Background: an optimization exercise with open tools, aiming at small area, a short achievable clock period and few clock cycles per item. Do not read the settings as production practice. At most, simulation tests tie the RTL to the original design; equivalence was not proved. For run 2, only the layout was checked, not whether the RTL still works.

==> flow/design.v, too long to show whole: its modules and the start of the top module <==
// module keyframe_displacement_test_core: 1295 lines
module keyframe_displacement_test_core
(
  input  wire logic        clk_i,
  input  wire logic        rst_ni,
  input  wire logic        in_valid,
  output logic             in_stall,
  input  wire logic [16:0] ref_x_i,
  input  wire logic [16:0] ref_y_i,
  input  wire logic [16:0] cur_x_i,
  input  wire logic [16:0] cur_y_i,
  input  wire logic        valid_req_i,
  input  wire logic        has_reference_i,
  input  wire logic        last_i,
  output logic             out_valid,
  input  wire logic        out_stall,
  output logic             is_keyframe_o,
  output logic [12:0]      match_count_o,
  output logic [29:0]      distance_sum_o,
  input  wire logic        cfg_valid,
  output logic             cfg_ready,
  input  wire logic [1:0]  cfg_index_i,
  input  wire logic [15:0] cfg_data_i
);
  // ...
==> flow/flow/run.sh <==
#!/bin/bash
# The standard layout (standard.sh: ORFS from synthesis to the final
# layout, unchanged synthesis), with two settings changed through the
# environment:
#  - the port buffers that buffer_ports inserts on every input and output are
#    a plain buffer cell (buf_2) instead of the default choice;
#  - setup repair aims at 5.55 ns of slack on the 9 ns clock, so it keeps
#    improving paths down to about 3.45 ns.
# The make output goes to standard.log; ORFS keeps each step's own log under
# orfs/logs/.
export BUFFER_PORTS_ARGS="-buffer_cell sky130_fd_sc_hd__buf_2"
export SETUP_SLACK_MARGIN=5.55
bash standard.sh > standard.log 2>&1
==> flow/standard.sh <==
#!/bin/bash
# synth_recipe.tcl (not shown) runs the flow's synth.tcl, then flattens the netlist and writes it again
# the make line also repeats each setting of config.mk as NAME=value (left out here)
make -C /OpenROAD-flow-scripts/flow DESIGN_CONFIG=/design/flow/config.mk WORK_HOME=/design/flow/orfs CLKGATE_MAP_FILE= SYNTH_SCRIPT=/design/flow/synth_recipe.tcl "${@:-finish}"
==> flow/config.mk <==
export PLATFORM = sky130hd
export DESIGN_NAME = keyframe_displacement_test_core
export DESIGN_NICKNAME = keyframe_displacement_test_core
export VERILOG_FILES = /design/flow/design.v
export SDC_FILE = /design/flow/constraint.sdc
export NUM_CORES = 4
export LEC_CHECK = 0
export CAP_MARGIN = 20
export CORE_MARGIN = 2
export CORE_UTILIZATION = 60
export CTS_CLUSTER_DIAMETER = 100
export CTS_CLUSTER_SIZE = 30
export SLEW_MARGIN = 20
==> flow/constraint.sdc <==
create_clock -name core_clock -period 9.0 [get_ports {clk_i}]
set_input_delay 1.8000 -clock core_clock [delete_from_list [all_inputs] [get_ports {clk_i}]]
set_output_delay 1.8000 -clock core_clock [all_outputs]
set_load 0.01 [all_outputs]
==> impl_metrics.sql, run 1 <==
INSERT INTO impl_metrics (metric_group, metric, value, unit) VALUES
('final_layout', 'nFlopsAndLatches', '1113', ''),
('worst_setup_path', 'path_class', 'reg -> reg', ''),
('clock_network', 'latest_clock_arrival_within_the_worst_skew_pair', '620', 'ps'),
('final_layout', 'num-nonclk-inverters', '458', ''),
('global_route', 'groute.layer.met2.usage', '38.5', '%'),
('synth', 'synth_warnings', '2', ''),
('worst_setup_path', 'cp-end-kind', 'flip-flop', ''),
('synth', 'combinational_family_with_the_most_area_after_synthesis', 'adder cells', ''),
('timing', 'setup_tns', '0', 'ps'),
('synth', 'ys_top_cells_by_count', 'dfxtp_1 (816), nor2_1 (534), inv_1 (457), ha_1 (402), a21oi_1 (293)', ''),
('synth', 'mappedNetlistNets', '5662', ''),
('worst_setup_path', 'worstPathRequired', '9510', 'ps'),
('clock_network', 'post-cts-setup-buffers', '61', ''),
('placed_design', 'dp.final_hpwl', '75.6', 'mm'),
('worst_setup_path', 'worst-path-buf-inv', '6', ''),
('worst_setup_path', 'critPathArrivalTime', '4020', 'ps'),
('placed_design', 'buffer_ports.inserted', '139', ''),
('final_layout', 'multi_input_logic_portion_of_the_cell_area', '46.8', '%'),
('clock_network', 'h-tree-depth', '2', ''),
('flow_run', 'maxCapViolations', '0', ''),
('status', 'status', 'complete, no violations', ''),
('synth', 'netlist.area_leader.share', '30.8', '%'),
('synth', 'synth_sequential_area_ratio', '46.5', '%'),
('synth', 'compound_gate_portion_of_the_synthesized_area', '10.1', '%'),
('placed_design', 'last_weighted_congestion_value_of_the_routability_driven_placer', '0.850', ''),
('drt', 'route.vias.total', '33700', ''),
('final_layout', 'multi_input_cells', '3183', ''),
('drt', 'vias_per_cell', '5.38', ''),
('worst_setup_path', 'reg2reg_from', 's0_dx[17]', ''),
('worst_setup_path', 'timing.rr.end', 's1_m[46]', ''),
('die', 'design.portCount', '141', ''),
('worst_hold_path', 'worst_hold_path.num_cells', '0', ''),
('synth', 'post_synth_xor_area_fraction', '7.19', '%'),
('synth', 'flip_flop_and_latch_count_after_synthesis', '1113', ''),
('synth', 'synth_edf_count', '177', ''),
('synth', 'adder_cell_fraction_of_synth_area', '19.4', '%'),
('drt', 'wl_per_cell', '16.9', 'um'),
('worst_setup_path', 'timing.reg2reg.setup_slack', '5490', 'ps');
Testbench counts, summed over its fixed seeds: cycles 5,613, items 5,317.
==> inputs of run 2 (changes only) <==
--- a/flow/design.v
+++ b/flow/design.v
@@ -90,18 +90,23 @@
   always_ff @(posedge clk_i) begin
     s0_dx <= {1'b0, ref_x_i} - {1'b0, cur_x_i};
     s0_dy <= {1'b0, ref_y_i} - {1'b0, cur_y_i};
   end
   logic [16:0] ax, ay;
   logic        cx_s, cy_s;
   assign cx_s = s0_dx[17];
   assign cy_s = s0_dy[17];
-  assign ax = s0_dx[16:0] ^ {17{cx_s}};
-  assign ay = s0_dy[16:0] ^ {17{cy_s}};
+  logic s0_ltx, s0_lty;
+  always_ff @(posedge clk_i) begin
+    s0_ltx <= ref_x_i < cur_x_i;
+    s0_lty <= ref_y_i < cur_y_i;
+  end
+  assign ax = s0_dx[16:0] ^ {{8{s0_ltx}}, {9{cx_s}}};
+  assign ay = s0_dy[16:0] ^ {{8{s0_lty}}, {9{cy_s}}};
   logic t_1, t_2, t_3, t_4, t_5, t_6, t_7, t_8, t_9, t_10, t_11, t_12, t_13, t_14, t_15, t_16, t_17, t_18, t_19, t_20, t_21, t_22, t_23, t_24, t_25, t_26, t_27, t_28, t_29, t_30, t_31, t_32, t_33, t_34, t_35, t_36, t_37, t_38, t_39, t_40, t_41, t_42, t_43, t_44, t_45, t_46, t_47, t_48, t_49, t_50, t_51, t_52, t_53, t_54, t_55, t_56, t_57, t_58, t_59, t_60, t_61, t_62, t_63, t_64, t_65, t_66, t_67, t_68, t_69, t_70, t_71, t_72, t_73, t_74, t_75, t_76, t_77, t_78, t_79, t_80, t_81, t_82, t_83, t_84, t_85, t_86, t_87, t_88, t_89, t_90, t_91, t_92, t_93, t_94, t_95, t_96, t_97, t_98, t_99, t_100, t_101, t_102, t_103, t_104, t_105, t_106, t_107, t_108, t_109, t_110, t_111, t_112, t_113, t_114, t_115, t_116, t_117, t_118, t_119, t_120, t_121, t_122, t_123, t_124, t_125, t_126, t_127, t_128, t_129, t_130, t_131, t_132, t_133, t_134, t_135, t_136, t_137, t_138, t_139, t_140, t_141, t_142, t_143, t_144, t_145, t_146, t_147, t_148, t_149, t_150, t_151, t_152, t_153, t_154, t_155, t_156, t_157, t_158, t_159, t_160, t_161, t_162, t_163, t_164, t_165, t_166, t_167, t_168, t_169, t_170, t_171, t_172, t_173, t_174, t_175, t_176, t_177, t_178, t_179, t_180, t_181, t_182, t_183, t_184, t_185, t_186, t_187, t_188, t_189, t_190, t_191, t_192, t_193, t_194, t_195, t_196, t_197, t_198, t_199, t_200, t_201, t_202, t_203, t_204, t_205, t_206, t_207, t_208, t_209, t_210, t_211, t_212, t_213, t_214, t_215, t_216, t_217, t_218, t_219, t_220, t_221, t_222, t_223, t_224, t_225, t_226, t_227, t_228, t_229, t_230, t_231, t_232, t_233, t_234, t_235, t_236, t_237, t_238, t_239, t_240, t_241, t_242, t_243, t_244, t_245, t_246, t_247, t_248, t_249, t_250, t_251, t_252, t_253, t_254, t_255, t_256, t_257, t_258, t_259, t_260, t_261, t_262, t_263, t_264, t_265, t_266, t_267, t_268, t_269, t_270, t_271, t_272, t_273, t_274, t_275, t_276, t_277, t_278, t_279, t_280, t_281, t_282, t_283, t_284, t_285, t_286, t_287, t_288, t_289, t_290, t_291, t_292, t_293, t_294, t_295, t_296, t_297, t_298, t_299, t_300, t_301, t_302, t_303, t_304, t_305, t_306, t_307, t_308, t_309, t_310, t_311, t_312, t_313, t_314, t_315, t_316, t_317, t_318, t_319, t_320, t_321, t_322, t_323, t_324, t_325, t_326, t_327, t_328, t_329, t_330, t_331, t_332, t_333, t_334, t_335, t_336, t_337, t_338, t_339, t_340, t_341, t_342, t_343, t_344, t_345, t_346, t_347, t_348, t_349, t_350, t_351, t_352, t_353, t_354, t_355, t_356, t_357, t_358, t_359, t_360, t_361, t_362, t_363, t_364, t_365, t_366, t_367, t_368, t_369, t_370, t_371, t_372, t_373, t_374, t_375, t_376, t_377, t_378, t_379, t_380, t_381, t_382, t_383, t_384, t_385, t_386, t_387, t_388, t_389, t_390, t_391, t_392, t_393, t_394, t_395, t_396, t_397, t_398, t_399, t_400, t_401, t_402, t_403, t_404, t_405, t_406, t_407, t_408, t_409, t_410, t_411, t_412, t_413, t_414, t_415, t_416, t_417, t_418, t_419, t_420, t_421, t_422, t_423, t_424, t_425, t_426, t_427, t_428, t_429, t_430, t_431, t_432, t_433, t_434, t_435, t_436, t_437, t_438, t_439, t_440, t_441, t_442, t_443, t_444, t_445, t_446, t_447, t_448, t_449, t_450, t_451, t_452, t_453, t_454, t_455, t_456, t_457, t_458, t_459, t_460, t_461, t_462, t_463, t_464, t_465, t_466, t_467, t_468, t_469, t_470, t_471, t_472, t_473, t_474, t_475, t_476, t_477, t_478, t_479, t_480, t_481, t_482, t_483, t_484, t_485, t_486, t_487, t_488, t_489, t_490, t_491, t_492, t_493, t_494, t_495, t_496, t_497, t_498, t_499, t_500, t_501, t_502, t_503, t_504, t_505, t_506, t_507, t_508, t_509, t_510, t_511, t_512, t_513, t_514, t_515, t_516, t_517, t_518, t_519, t_520, t_521, t_522, t_523, t_524, t_525, t_526, t_527, t_528, t_529, t_530, t_531, t_532, t_533, t_534, t_535, t_536, t_537, t_538, t_539, t_540, t_541, t_542, t_543, t_544, t_545, t_546, t_547, t_548, t_549, t_550, t_551, t_552, t_553, t_554, t_555, t_556, t_557, t_558, t_559, t_560, t_561, t_562, t_563, t_564, t_565, t_566, t_567, t_568, t_569, t_570, t_571, t_572, t_573, t_574, t_575, t_576, t_577, t_578, t_579, t_580, t_581, t_582, t_583, t_584, t_585, t_586, t_587, t_588, t_589, t_590, t_591, t_592, t_593, t_594, t_595, t_596, t_597, t_598, t_599, t_600, t_601, t_602, t_603, t_604, t_605, t_606, t_607, t_608, t_609, t_610, t_611, t_612, t_613, t_614;
   assign t_1 = (ax[0] & ax[15]) ^ (ax[1] & ax[14]);
   assign t_2 = (ax[0] & ax[15]) & (ax[1] & ax[14]);
   assign t_3 = (ax[0] & ax[9]) ^ (ax[1] & ax[8]);
   assign t_4 = (ax[0] & ax[9]) & (ax[1] & ax[8]);
   assign t_5 = (ax[0] & ax[11]) ^ (ax[1] & ax[10]) ^ (ax[2] & ax[9]);
   assign t_6 = ((ax[0] & ax[11]) & (ax[1] & ax[10])) | ((ax[0] & ax[11]) & (ax[2] & ax[9])) | ((ax[1] & ax[10]) & (ax[2] & ax[9]));
   assign t_7 = (ax[3] & ax[8]) ^ (ax[4] & ax[7]);
==> flow/flow/run.sh (replaced) <==
#!/bin/bash
# The standard layout (standard.sh: ORFS from synthesis to the final
# layout, unchanged synthesis), with two settings changed through the
# environment:
#  - the port buffers that buffer_ports inserts on every input and output are
#    a plain buffer cell (buf_2) instead of the default choice;
#  - setup repair aims at 5.4 ns of slack on the 9 ns clock, so it keeps
#    improving paths down to about 3.6 ns.
# The make output goes to standard.log; ORFS keeps each step's own log under
# orfs/logs/.
export BUFFER_PORTS_ARGS="-buffer_cell sky130_fd_sc_hd__buf_2"
export SETUP_SLACK_MARGIN=5.4
bash standard.sh > standard.log 2>&1
==> impl_metrics.sql, run 2 <==
INSERT INTO impl_metrics (metric_group, metric, value, unit) VALUES
('final_layout', 'synthToLayoutAreaGrowth', '7.94', '%'),
('status', 'status', 'complete, no violations', ''),
('synth', 'netlist.area_leader.share', '30.8', '%'),
('worst_setup_path', 'timing.critical_path.fanout_max', '7', ''),
('synth', 'mappedNetlistNets', '5672', ''),
('global_route', 'global_route_wire_length_before_repair', '170', 'mm'),
('global_route', 'track_usage', '23.0', '%'),
('placed_design', 'dp.final_hpwl', '77.7', 'mm'),
('drt', 'vias_per_cell', '5.38', ''),
('timing', 'final-setup-viol-count', '0', ''),
('die', 'die_height', '302', 'um'),
('die', 'design.portCount', '141', ''),
('clock_network', 'clock_sink_count', '1115', ''),
('worst_setup_path', 'reg2reg_from', 's1_m[70]', ''),
('drt', 'wl_per_cell', '16.8', 'um'),
('worst_hold_path', 'hold_class', 'reg -> reg', ''),
('clock_network', 'ctsRootBufferMaster', 'clkbuf_16', ''),
('timing', 'finalMaxSlewViolations', '0', ''),
('timing', 'actual_transition_at_the_worst_max_transition_pin', '986', 'ps'),
('synth', 'ys_top_cells_by_count', 'dfxtp_1 (818), nor2_1 (511), inv_1 (436), ha_1 (386), a21oi_1 (291)', ''),
('placed_design', 'last_weighted_congestion_value_of_the_routability_driven_placer', '0.879', ''),
('global_route', 'grt_start_max_net_pins', '76', ''),
('worst_setup_path', 'setup.worst_path.start', 's1_m[70]', ''),
('flow_run', 'maxCapViolations', '0', ''),
('clock_network', 'cts_made_buffers', '45', ''),
('final_layout', 'mostFrequentLayoutCells', 'dfxtp_1 (810), nor2_1 (508), inv_1 (434), ha_1 (362), a21oi_1 (286)', ''),
('synth', 'synth.largest_area_cell', 'dfxtp_1', ''),
('worst_hold_path', 'hold_path.startpoint', 's7_hr', ''),
('timing', 'period_minus_slack', '3570', 'ps'),
('clock_network', 'h-tree-depth', '2', ''),
('drt', 'drt_pass1_iterations', '5', ''),
('die', 'initial_utilization', '60.4', '%'),
('synth', 'adder_cell_fraction_of_synth_area', '19.0', '%'),
('timing', 'worst_slew_margin_rel', '33.8', '%'),
('die', 'chipWidth', '302', 'um'),
('worst_setup_path', 'cp-end-kind', 'flip-flop', ''),
('final_layout', 'regMostFlops', 's1_m', ''),
('synth', 'post_synth_xor_area_fraction', '7.49', '%'),
('global_route', 'gr-total-overflow', '0', ''),
('final_layout', 'layout.core_utilization', '65.2', '%'),
('synth', 'synth_sequential_area_ratio', '46.4', '%'),
('synth', 'flip_flop_and_latch_count_after_synthesis', '1115', ''),
('die', 'floorplan.die_area', '0.0911', 'sq mm'),
('clock_network', 'cts_tree', 'done', ''),
('final_layout', 'final_layout_size_suffix_gt1_share', '10.4', '%'),
('worst_setup_path', 'path_class', 'reg -> reg', ''),
('worst_setup_path', 'startpoint_type', 'flip-flop', ''),
('timing', 'setup_repair_after_global_routing_missed_its_margin', 'true', ''),
('timing', 'report.final.hold_viol_count', '0', ''),
('timing', 'clock.fmax', '0.280', 'GHz'),
('clock_network', 'cts-root-to-sink-buffers', '3', ''),
('final_layout', 'finalNetCount', '5794', ''),
('synth', 'synth_flop_cell', 'dfxtp_1', ''),
('final_layout', 'layout_commonest_cell', 'dfxtp_1', ''),
('drt', 'route.vias.total', '33500', ''),
('global_route', 'grt_antenna_before_repair', '1', ''),
('die', 'placement_rows', '109', ''),
('timing', 'skew', '36.1', 'ps'),
('synth', 'yosys.area_share.simple', '10.6', '%'),
('clock_network', 'clk_pin_slew', '110', 'ps'),
('drt', 'detail_route.drc_violations', '0', ''),
('final_layout', 'largest_registers', 's1_m x131, acc_t_q x41, s2_rad x35', ''),
('global_route', 'vias_in_the_first_global_route', '32800', ''),
('drt', 'drtIter0Drc', '2024', ''),
('synth', 'synthMostInstantiatedCell', 'dfxtp_1', ''),
('drt', 'routed_wl', '105', 'mm'),
('final_layout', 'largest_register_ffs', '131', ''),
('synth', 'compound_gate_portion_of_the_synthesized_area', '10.0', '%'),
('synth', 'combinational_family_with_the_most_area_after_synthesis', 'adder cells', ''),
('drt', 'detail-route-antenna-nets', '0', ''),
('synth', 'post_synth_instance_area', '0.0532', 'sq mm'),
('synth', 'yosys.cell_types.count', '90', ''),
('synth', 'async_set_reset_flop_share_out_of_synthesis', '10.8', '%'),
('synth', 'synth_mux_area_share', '2.42', '%'),
('synth', 'synth.area.top_cells', 'dfxtp_1 (31%), edfxtp_1 (10%), fa_1 (9.9%)', ''),
('final_layout', 'antenna_cells_inserted', '0', ''),
('timing', 'worst_hold_margin', '327', 'ps'),
('worst_setup_path', 'worstPathRequired', '9490', 'ps'),
('final_layout', 'final.fill_count', '7105', ''),
('synth', 'postSynthAreaPerCell', '10.8', 'sq um'),
('placed_design', 'buffer_ports.inserted', '139', ''),
('clock_network', 'cts-hold-fix-buffers', '0', ''),
('timing', 'min_period_over_period', '39.7', '%'),
('die', 'floorplan_core_area', '0.0881', 'sq mm'),
('synth', 'synth_edf_count', '177', ''),
('timing', 'setup_tns', '0', 'ps'),
('synth', 'synthesis.instances', '4929', ''),
('synth', 'synth_warnings', '2', ''),
('clock_network', 'latest_clock_arrival_within_the_worst_skew_pair', '640', 'ps'),
('worst_setup_path', 'critPathArrivalTime', '4070', 'ps');
## run 2: stage by stage
step	setup WS, ps	cell area [sq um]	instances
after floorplan	5380	53300	4929
final	5430	57400	6239
after detailed placement	4900	55300	6129
after CTS	5390	57000	6216
after global placement	4930	55300	6129
after global routing	5230	57400	6239
## run 2: worst max-delay path: stages, from the launching register on
cell and delay [ps]:
dfxtp_1 330, fa_1 560, fa_1 420, ha_1 430, nand3_1 260, nor2_2 240
o2111ai_2 240, nand4_1 180, nand3_1 180, o21ai_2 240, mux2i_1 220, o2111ai_1 130
## run 2: layout make-up
class | instances | area (sq um) | share of cell area (%)
Tap cell | 1165 | 1460 | 2.54
Multi-Input combinational cell | 3234 | 26900 | 46.8
Inverter | 436 | 1640 | 2.86
Clock inverter | 10 | 136 | 0.237
Timing Repair Buffer | 219 | 1410 | 2.45
Clock buffer | 60 | 1210 | 2.11
Sequential cell | 1115 | 24700 | 43.0
## run 2: timing repair
action,4_1_cts,5_1_grt
setup endpoints to repair,81,76
cloned,1,4
resized for setup,51,57
pin swaps,15,36
buffers inserted,16,19
## run 2: logic make-up after synthesis
| family | count (synthesis) |
|---|---|
| AO/OA/AOI/OAI | 838 |
| XOR/XNOR | 455 |
| adder cells (fa/ha/maj) | 649 |
| buffers and inverters | 582 |
| flip-flops | 1115 |
| multiplexers | 118 |
| other | 1 |
| AND/OR/NAND/NOR | 1171 |
## run 2: path summary, 6_finish.rpt
path	slack [ps]	depth (start not counted)	to
min in group asynchronous	1300	1	pf_q[2]
max in group asynchronous	6540	2	s8_vr
hold / removal	330	0	s8_hr
hold reg to reg	330	0	s8_hr
setup reg to reg	5430	11	s2_rad[32]
setup / recovery	5430	11	s2_rad[32]
## run 2: per-layer routing
metal | vias to the layer above | global-route usage [%] | part of all wire, %
li1 | 16700 | - | -
met1 | 16000 | 32.6 | 47
met2 | 655 | 38.0 | 46
met3 | 165 | 2.61 | 4.1
met4 | 0 | 5.58 | 2.2
met5 | - | 0 | 0

-- afterwards: timing with drivers on the ports --
The flow's constraints put no driver on any port. The routed layouts listed below were extracted and timed again, unchanged, in two steps. Step 1, drivers: a clkbuf_16 drives clk_i and a buf_2 each remaining input, both assumed. Step 2 times the ports against the registers' clock, not the clock port: input delays grow and output delays shrink by t, the midpoint of the rising clock arrivals with the driver on. a / b / c = no drivers / after step 1 / after step 2; a / b = the first two.
run | t, ns | slack for setup (ns) | slew at the worst register clock pin (ns)
run 1 | 0.680 | 5.493 / 5.493 / 4.986 | 0.12 / 0.12
run 2 | 0.694 | 5.428 / 5.428 / 4.814 | 0.12 / 0.12
After both steps setup and hold are still met in every run listed. The setup slack of run 2, which loses most, moves by 0.000 ns with the drivers and by -0.614 ns with both steps.
